This design comes from an exercise in tuning for small area on the open sky130 flow, not from production work.
In this exercise RTL edits were held to simulation tests only and were not proved equivalent to the original.
The flow treats the clock pin as an ideal source, which a real chip does not have.
Power is estimated from default activity; no workload was simulated.

run A:
// ahb_convolver
module ahb_convolver (
  input  logic       tb_clk,
  input  logic       reset,
  input  logic       hsel,
  input  logic [4-1:0]  haddr,
  input  logic [1:0] htrans,
  input  logic       hwrite,
  input  logic [16-1:0]  hwdata,
  output logic [16-1:0]  hrdata,
  output logic       hresp
);
export LEC_CHECK = 0
export CAP_MARGIN = 20
export CORE_MARGIN = 2
export CORE_UTILIZATION = 65
export GPL_TIMING_DRIVEN = 0
export SLEW_MARGIN = 20
export SYNTH_HIERARCHICAL = 1
create_clock -name core_clock -period 6.0 [get_ports {tb_clk}]
standard.sh (not shown) runs the stock make flow with config.mk's settings and CLKGATE_MAP_FILE= SYNTH_SCRIPT=/design/flow/synth_recipe.tcl, a recipe that flattens the netlist after the stock synthesis.
==> flow/flow/run.sh <==
#!/bin/bash
set -euo pipefail
export BUFFER_PORTS_ARGS="-buffer_cell sky130_fd_sc_hd__buf_1"
export CTS_ARGS="-sink_clustering_enable -repair_clock_nets -dont_use_dummy_load -buf_list sky130_fd_sc_hd__clkbuf_8 -sink_clustering_size 16 -sink_clustering_max_diameter 100"
bash standard.sh > standard.log 2>&1
Run A: PASS, flow complete, no timing, DRC or antenna violations
#### Input delta (run B over run A)
==> flow/flow/run.sh <==
#!/bin/bash
set -euo pipefail
export BUFFER_PORTS_ARGS="-buffer_cell sky130_fd_sc_hd__buf_1"
export CTS_ARGS="-sink_clustering_enable -repair_clock_nets -dont_use_dummy_load -buf_list sky130_fd_sc_hd__clkbuf_4 -sink_clustering_size 10 -sink_clustering_max_diameter 60"
bash standard.sh > standard.log 2>&1
-- flow/config.mk --
<<< run A, line 9
export CORE_MARGIN = 2
export CORE_UTILIZATION = 65
export GPL_TIMING_DRIVEN = 0
export SLEW_MARGIN = 20
export SYNTH_HIERARCHICAL = 1
>>> run B, line 9
export CORE_MARGIN = 2
export CORE_UTILIZATION = 65
export SLEW_MARGIN = 20
export SYNTH_HIERARCHICAL = 1
[summary]
- Synthesized area per cell came out exactly the same in run A and run B.
- Run B leaves more setup margin than run A.
- Summary of run B over run A: instance count after placement with tap cells included -2.6%; CTS clock-pin slew for the worst setup and hold paths ~0 delta; share of the core filled with cells -0.98 points; total met2 wirelength after detailed routing ~0 delta; fraction of power spent switching nets +0.49 points.
- | sequential-to-total area share from yosys stat | run B vs run A | ≈ equal |
- Looking at the reports, run B completed the entire flow and the layout it produced met the timing, DRC and antenna checks.
- On run B: area growth from synthesis to final layout is 1.5 points lower than what run A gave.
- Run B vs run A: overall track demand over capacity in global routing down
- Non-filler instance count after layout in run B is 19 lower than in run A
--- input diff run B..run C ---
==> flow/flow/run.sh <==
#!/bin/bash
set -euo pipefail
export BUFFER_PORTS_ARGS="-buffer_cell sky130_fd_sc_hd__buf_1"
export CTS_ARGS="-sink_clustering_enable -repair_clock_nets -dont_use_dummy_load -buf_list sky130_fd_sc_hd__clkbuf_8 -sink_clustering_size 16 -sink_clustering_max_diameter 100"
bash standard.sh > standard.log 2>&1
-- flow/config.mk --
<<< run B, line 6
export NUM_CORES = 4
export LEC_CHECK = 0
export CAP_MARGIN = 20
export CORE_MARGIN = 2
export CORE_UTILIZATION = 65
export SLEW_MARGIN = 20
export SYNTH_HIERARCHICAL = 1
>>> run C, line 6
export NUM_CORES = 4
export LEC_CHECK = 0
export CAP_MARGIN = 0
export CORE_MARGIN = 2
export CORE_UTILIZATION = 65
export SLEW_MARGIN = 0
export SYNTH_HIERARCHICAL = 1
==> run summary <==
- Compared with run B, run C instantiates a smaller number of cells.
- Delta (run C minus run B): area of the multi-input gates held steady, first-pass iteration count of the detailed router shrank by 1, final-layout worst hold slack shrank by 0.033 ns.
- Run C: net total in the final layout is 17 lower than what run B reported.
What run D does differently from run C at the input level:
==> flow/flow/run.sh <==
#!/bin/bash
set -euo pipefail
export BUFFER_PORTS_ARGS="-buffer_cell sky130_fd_sc_hd__buf_1"
export CTS_ARGS="-sink_clustering_enable -repair_clock_nets -dont_use_dummy_load -buf_list sky130_fd_sc_hd__clkbuf_4 -sink_clustering_size 10 -sink_clustering_max_diameter 60"
bash standard.sh > standard.log 2>&1
-- flow/config.mk --
<<< run C, line 6
export NUM_CORES = 4
export LEC_CHECK = 0
export CAP_MARGIN = 0
export CORE_MARGIN = 2
export CORE_UTILIZATION = 65
export SLEW_MARGIN = 0
export SYNTH_HIERARCHICAL = 1
>>> run D, line 6
export NUM_CORES = 4
export LEC_CHECK = 0
export CAP_MARGIN = 20
export CORE_MARGIN = 2
export CORE_UTILIZATION = 72
export SLEW_MARGIN = 20
export SYNTH_HIERARCHICAL = 1
Findings:
- Run D finished every stage and its layout cleared the timing, DRC and antenna checks.
- Run C ran to completion and came out clean on the timing, DRC and antenna checks.
- Area growth from synthesis to final layout is lower on run D
- | count of non-CTS buffers in the layout | run D vs run C | about 1.6% lower |
- Between run C and run D, global-route usage increased.
- Against run C, run D comes in 0.24 points lower on clock network area share.
- Relative to run C, fraction of met3 tracks used by global routing has gone up in run D.
- Of run D and run C, it is run D that has the higher tightest hold margin.
- Going from run C to run D, maximum ir drop on the vdd rail has decreased, die area has decreased, setup slack has decreased, count of clock-net buffers in the final layout has increased, transition time at the pin with the least slew margin has decreased.
[inputs] run E vs run D
==> flow/flow/run.sh <==
#!/bin/bash
set -euo pipefail
export BUFFER_PORTS_ARGS="-buffer_cell sky130_fd_sc_hd__buf_1"
export CTS_ARGS="-sink_clustering_enable -repair_clock_nets -dont_use_dummy_load -buf_list sky130_fd_sc_hd__clkbuf_8 -sink_clustering_size 18 -sink_clustering_max_diameter 100"
bash standard.sh > standard.log 2>&1
-- flow/config.mk --
<<< run D, line 8
export CAP_MARGIN = 20
export CORE_MARGIN = 2
export CORE_UTILIZATION = 72
export SLEW_MARGIN = 20
export SYNTH_HIERARCHICAL = 1
>>> run E, line 8
export CAP_MARGIN = 20
export CORE_MARGIN = 2
export CORE_UTILIZATION = 65
export SLEW_MARGIN = 20
export SYNTH_HIERARCHICAL = 1
## What came out
- As of run E, number of core rows had risen by a few percent compared to run D.
- sample_stage[0] as the launch point of the critical path was reported by run E, and sample_stage[2] by run D.
- [run E] final worst setup slack rose 0.046 ns relative to run D
- Run E -> run D: area after synthesis delta 0, exact match
- Delta(critical path's largest stage delay, run E - run D) < 0
- Run D and run E ended up with roughly the same proportion of power drawn by flip-flops and latches.
- Between run D and run E, fraction of the cycle the final worst path needs decreased.
- Share of post-route cells with drive strength above 1 ends up lower on run E.
Inputs modified between run E and run F:
==> flow/flow/run.sh <==
#!/bin/bash
set -euo pipefail
export BUFFER_PORTS_ARGS="-buffer_cell sky130_fd_sc_hd__buf_1"
export CTS_ARGS="-sink_clustering_enable -repair_clock_nets -dont_use_dummy_load -buf_list sky130_fd_sc_hd__clkbuf_8 -sink_clustering_size 16 -sink_clustering_max_diameter 100"
bash standard.sh > standard.log 2>&1
Notes after the runs:
- Run F ended with more wire length on met3 than run E.
- Looking at run E and run F, the final design area excluding fillers is a wash.
- On final worst hold slack, run E beats run F.
- Number of well-tap cells placed: run F vs run E identical


== ember ==
ahb_convolver, a different RTL version from the one above (not shown whole).
For scale: about 340 flip-flops, roughly 43 I/O pins, ~16000 µm² of cells after synthesis.
clock: 6.0 ns
lec_check: 0
cap_margin: 20
core_margin: 2
core_utilization: 65
slew_margin: 20
synth_hierarchical: 1
==> flow/flow/run.sh <==
#!/bin/bash
set -euo pipefail
export BUFFER_PORTS_ARGS="-buffer_cell sky130_fd_sc_hd__buf_1"
export GPL_KEEP_OVERFLOW=0
export CTS_ARGS="-sink_clustering_enable -repair_clock_nets -dont_use_dummy_load -buf_list sky130_fd_sc_hd__clkbuf_4 -sink_clustering_size 10 -sink_clustering_max_diameter 60"
bash standard.sh > standard.log 2>&1
Both conditions hold for ember: the flow ran to the end and the final layout passed the timing, DRC and antenna checks.
Setup changes, ember to xenon
==> flow/flow/run.sh <==
#!/bin/bash
set -euo pipefail
export BUFFER_PORTS_ARGS="-buffer_cell sky130_fd_sc_hd__buf_1"
export CTS_ARGS="-sink_clustering_enable -repair_clock_nets -dont_use_dummy_load -buf_list sky130_fd_sc_hd__clkbuf_4 -sink_clustering_size 10 -sink_clustering_max_diameter 60"
export RECOVER_POWER=100
export POST_GLOBAL_ROUTE_TCL="$(pwd)/flow/post_grt.tcl"
bash standard.sh > standard.log 2>&1
==> flow/flow/post_grt.tcl (new file) <==
# Runs at the end of ORFS's global route step (POST_GLOBAL_ROUTE_TCL), after
# power recovery. Synthesis maps for speed and leaves cells stronger than the
# design needs; this swaps every logic cell of drive strength 2 or more for its
# drive-1 version (same function), then lets the resizer fix max slew and
# capacitance and any setup violation again, legalizes, and rewrites the
# route guides for the nets that changed. Flip-flops, the clock tree and the
# port buffers are left alone.
log_cmd global_route -start_incremental

set db [ord::get_db]
set block [ord::get_db_block]
set swapped 0
foreach inst [$block getInsts] {
  set iname [$inst getName]
  if { [string match "clkbuf_*" $iname] || [string match "clkload*" $iname]
       || [string match "input*" $iname] || [string match "output*" $iname] } {
    continue
  }
  set mname [[$inst getMaster] getName]
  if { ![regexp {^(sky130_fd_sc_hd__[a-z0-9]+)_([0-9]+)$} $mname -> base drive] } {
    continue
  }
  if { $drive < 2 || [regexp {df|dl|tap|fill|decap|conb|clk} $base] } {
    continue
  }
  set small "${base}_1"
  if { [$db findMaster $small] == "NULL" } {
    continue
  }
  replace_cell $iname $small
  incr swapped
}
puts "Downsized $swapped cells to drive strength 1"
log_cmd detailed_placement
log_cmd global_route -end_incremental

log_cmd estimate_parasitics -global_routing
log_cmd global_route -start_incremental
repair_design_helper
repair_timing_helper -setup
log_cmd detailed_placement
log_cmd global_route -end_incremental
log_cmd estimate_parasitics -global_routing
write_guides $::env(RESULTS_DIR)/route.guide
Notes after the runs:
- xenon got as far as 5_1_grt, where a tool error ended the run.
- Worst slack at placement delta for xenon relative to ember: 0.043 ns higher
- The run showing the smaller number of cells after detailed placement is ember.
- ember and xenon ended up with roughly the same number of standard cells after synthesis.
- Post-detailed-placement cell area: xenon vs ember, no meaningful difference
- Area share of and/or/nand/nor cells after synthesis came out exactly the same in ember and xenon.
- Reported for ember and xenon, post-synthesis adder-cell area fraction turned out identical to the last digit.
- As far as number of register bits inferred by synthesis goes, xenon and ember are indistinguishable; the numbers are identical.
- From ember to xenon, hold-fix buffer count after cts did not move at all.
- xenon — global placer's final weighted congestion 0.043 higher, ember as reference
> inputs changed (xenon -> delta)
==> flow/flow/run.sh <==
#!/bin/bash
set -euo pipefail
export BUFFER_PORTS_ARGS="-buffer_cell sky130_fd_sc_hd__buf_1"
export RECOVER_POWER=100
export CTS_ARGS="-sink_clustering_enable -repair_clock_nets -dont_use_dummy_load -buf_list sky130_fd_sc_hd__clkbuf_4 -sink_clustering_size 10 -sink_clustering_max_diameter 60"
bash standard.sh > standard.log 2>&1
removed: flow/flow/post_grt.tcl
Results
xenon -> delta: number of distinct library cells after synthesis delta 0, exact match
In delta the implementation completed, yet the final layout does not meet the checks, the culprit being max-capacitance violations, max-slew violations.
H-tree level count: delta vs xenon identical
Re maximum clock path buffer count: no difference whatsoever between xenon and delta.
Diff delta..xenon | synthesized cell count | unchanged
The following lists how maple was set up differently from delta:
==> flow/flow/run.sh <==
#!/bin/bash
set -euo pipefail
export BUFFER_PORTS_ARGS="-buffer_cell sky130_fd_sc_hd__buf_1"
export CTS_ARGS="-sink_clustering_enable -repair_clock_nets -dont_use_dummy_load -buf_list sky130_fd_sc_hd__clkbuf_4 -sink_clustering_size 10 -sink_clustering_max_diameter 60"
bash standard.sh > standard.log 2>&1
### Flow results
- Delta (maple minus delta): data required time of the worst path closely matched the old numbers, cell depth of the worst setup path went up 2.
- As far as sequential fraction of the synthesis area goes, delta and maple are indistinguishable; the numbers are identical.
- Looking at maximum resistive drop on vdd, maple sits 0.66% higher than delta does.
- For highest achievable clock rate, maple and delta come out practically identical.
- Changes observed in maple relative to delta: core outline area held steady, layout-stage area growth over the synthesis result higher, via count comparable, tightest slew margin relative to the limit now sits higher.
- maple did not stop at any stage, and its layout met the timing, DRC and antenna checks.
- maple: final clock period utilization by the worst path is 0.25 points higher than what delta reported.


job 8972:
ahb_convolver, a different RTL version from the one above (not shown whole).
For scale: ~1000 cells after synthesis, roughly 43 I/O pins, about 16000 um^2 of cells after synthesis.
Settings: LEC_CHECK=0, CAP_MARGIN=20, CORE_MARGIN=2, CORE_UTILIZATION=65, SLEW_MARGIN=20, SYNTH_HIERARCHICAL=1; clock period 6.0 ns.
==> flow/flow/run.sh <==
#!/bin/bash
set -euo pipefail
export BUFFER_PORTS_ARGS="-buffer_cell sky130_fd_sc_hd__buf_1"
export CTS_ARGS='-sink_clustering_enable -repair_clock_nets -dont_use_dummy_load -buf_list {sky130_fd_sc_hd__clkbuf_2 sky130_fd_sc_hd__clkbuf_4} -sink_clustering_size 8 -sink_clustering_max_diameter 50'
export RECOVER_POWER=100
export POST_CTS_TCL="$(pwd)/flow/post_cts.tcl"
export POST_GLOBAL_ROUTE_TCL="$(pwd)/flow/post_grt.tcl"
bash standard.sh > standard.log 2>&1
==> flow/flow/post_cts.tcl <==
# Runs at the end of ORFS's CTS step (POST_CTS_TCL), before global routing.
# Synthesis maps for speed and leaves cells stronger than the design needs;
# this swaps every logic cell of drive strength 2 or more for its drive-1
# version (same function), then lets the resizer fix max slew, capacitance
# and setup again, and legalizes. Flip-flops, the clock tree and the port
# buffers are left alone.
set db [ord::get_db]
set block [ord::get_db_block]
set swapped 0
foreach inst [$block getInsts] {
  set iname [$inst getName]
  if { [string match "clkbuf_*" $iname] || [string match "clkload*" $iname]
       || [string match "input*" $iname] || [string match "output*" $iname] } {
    continue
  }
  set mname [[$inst getMaster] getName]
  if { ![regexp {^(sky130_fd_sc_hd__[a-z0-9]+)_([0-9]+)$} $mname -> base drive] } {
    continue
  }
  if { $drive < 2 || [regexp {df|dl|tap|fill|decap|conb|clk} $base] } {
    continue
  }
  set small "${base}_1"
  if { [$db findMaster $small] == "NULL" } {
    continue
  }
  replace_cell $iname $small
  incr swapped
}
puts "Downsized $swapped cells to drive strength 1"

log_cmd estimate_parasitics -placement
repair_design_helper
repair_timing_helper -setup
log_cmd detailed_placement
check_placement -verbose
==> flow/flow/post_grt.tcl <==
# Runs at the end of ORFS's global route step (POST_GLOBAL_ROUTE_TCL), after
# power recovery has downsized cells off the critical paths. Downsizing does
# not look at max slew or capacitance, so repair those again, legalize, and
# rewrite the route guides for the nets that changed.
log_cmd global_route -start_incremental
repair_design_helper
log_cmd detailed_placement
log_cmd global_route -end_incremental
log_cmd estimate_parasitics -global_routing
write_guides $::env(RESULTS_DIR)/route.guide
Modified inputs, job 5689 compared to job 8972
==> flow/flow/run.sh <==
#!/bin/bash
set -euo pipefail
export BUFFER_PORTS_ARGS="-buffer_cell sky130_fd_sc_hd__buf_1"
export CTS_ARGS="-sink_clustering_enable -repair_clock_nets -dont_use_dummy_load -buf_list sky130_fd_sc_hd__clkbuf_4 -sink_clustering_size 10 -sink_clustering_max_diameter 60"
export RECOVER_POWER=100
export POST_CTS_TCL="$(pwd)/flow/post_cts.tcl"
export POST_GLOBAL_ROUTE_TCL="$(pwd)/flow/post_grt.tcl"
bash standard.sh > standard.log 2>&1
==> run summary <==
Diff job 8972 -> job 5689: power spent charging and discharging nets lost about 2.2%, sequential share of layout area increased by 0.28 points relative to the old numbers, proportion of cell area occupied by multi-input gates +0.16 points.
#### Input delta (job 4886 over job 5689)
==> flow/flow/run.sh <==
#!/bin/bash
set -euo pipefail
export BUFFER_PORTS_ARGS="-buffer_cell sky130_fd_sc_hd__buf_1"
export CTS_ARGS="-sink_clustering_enable -repair_clock_nets -dont_use_dummy_load -buf_list sky130_fd_sc_hd__clkbuf_4 -sink_clustering_size 10 -sink_clustering_max_diameter 60"
export RECOVER_POWER=100
export POST_GLOBAL_ROUTE_TCL="$(pwd)/flow/post_grt.tcl"
bash standard.sh > standard.log 2>&1
removed: flow/flow/post_cts.tcl
Notes after the runs:
Top achievable clock speed across job 4886 and job 5689: no real change.
Diff job 5689 -> job 4886: via count of the first global-routing pass comparable, net switching power of the design now larger, global-route wire length before repair now smaller, smallest hold slack now larger, fraction of final layout cells with drive strength greater than 1 now larger.
Between job 4886 and job 5689, the difference in number of nets in the layout is negligible.
Relative to job 4886, the following input files were edited for job 3517:
==> flow/flow/post_grt.tcl <==
# Runs at the end of ORFS's global route step (POST_GLOBAL_ROUTE_TCL), after
# power recovery. Synthesis maps for speed and leaves cells stronger than the
# design needs; this swaps every logic cell of drive strength 2 or more for its
# drive-1 version (same function), then lets the resizer fix max slew and
# capacitance and any setup violation again, legalizes, and rewrites the
# route guides for the nets that changed. Flip-flops, the clock tree and the
# port buffers are left alone.
log_cmd global_route -start_incremental

set db [ord::get_db]
set block [ord::get_db_block]
set swapped 0
foreach inst [$block getInsts] {
  set iname [$inst getName]
  if { [string match "clkbuf_*" $iname] || [string match "clkload*" $iname]
       || [string match "input*" $iname] || [string match "output*" $iname] } {
    continue
  }
  set mname [[$inst getMaster] getName]
  if { ![regexp {^(sky130_fd_sc_hd__[a-z0-9]+)_([0-9]+)$} $mname -> base drive] } {
    continue
  }
  if { $drive < 2 || [regexp {df|dl|tap|fill|decap|conb|clk} $base] } {
    continue
  }
  set small "${base}_1"
  if { [$db findMaster $small] == "NULL" } {
    continue
  }
  replace_cell $iname $small
  incr swapped
}
puts "Downsized $swapped cells to drive strength 1"
log_cmd detailed_placement
log_cmd global_route -end_incremental

log_cmd estimate_parasitics -global_routing
log_cmd global_route -start_incremental
repair_design_helper
repair_timing_helper -setup
log_cmd detailed_placement
log_cmd global_route -end_incremental
log_cmd estimate_parasitics -global_routing
write_guides $::env(RESULTS_DIR)/route.guide
Findings:
Job 3517 did not run to completion, as it errored out during 5_1_grt.
Job 3517 -> job 4886: async set-or-reset flop fraction in the synthesized netlist delta 0, exact match
Maximum buffer depth of the clock tree: job 4886 vs job 3517 identical
The synthesized-area fraction occupied by adder cells on job 3517 is in line with that on job 4886.
From job 4886 to job 3517 the numbers moved as follows: sequential cell area fraction in the yosys report ~0 delta; synthesized cell count held; synthesized cell area barely changed.

what the ideal ports hide:
Ports are ideal in the flow. The routed layouts listed here were re-timed in OpenROAD. Step 1 assumes that a clkbuf_16 drives the clock port and a buf_2 every other input. Step 2 moves the port delays by t, midway between the first and last clock arrival at a register: inputs arrive t later, outputs are due t later. That takes back most of the time a late clock gives input paths. a / b / c = no drivers / after step 1 / after step 2; a / b = the first two.
run | shift t [ns] | setup slack, ns | worst setup path at the end | slew at the worst register clock pin (ns)
run A | 0.617 | 1.172 / 1.172 / 1.172 | register to register | 0.11 / 0.11
run B | 0.668 | 1.385 / 1.385 / 1.385 | register to register | 0.11 / 0.11
run C | 0.614 | 1.427 / 1.427 / 1.427 | register to register | 0.11 / 0.11
run D | 0.683 | 1.351 / 1.351 / 1.351 | register to register | 0.12 / 0.12
run E | 0.607 | 1.398 / 1.398 / 1.398 | register to register | 0.12 / 0.12
run F | 0.610 | 1.460 / 1.460 / 1.460 | register to register | 0.11 / 0.11
ember | 0.685 | 0.503 / 0.503 / 0.503 | register to register | 0.11 / 0.11
delta | 0.673 | 0.531 / 0.531 / 0.284 | input to register | 0.12 / 0.12
maple | 0.670 | 0.516 / 0.516 / 0.516 | register to register | 0.12 / 0.12
job 8972 | 0.718 | 0.668 / 0.668 / 0.668 | register to register | 0.10 / 0.10
job 5689 | 0.682 | 0.625 / 0.625 / 0.625 | register to register | 0.11 / 0.11
job 4886 | 0.688 | 0.629 / 0.629 / 0.629 | register to register | 0.11 / 0.11
For delta, which loses most, drivers alone change the setup slack by 0.000 ns; drivers and shift together by -0.247 ns.
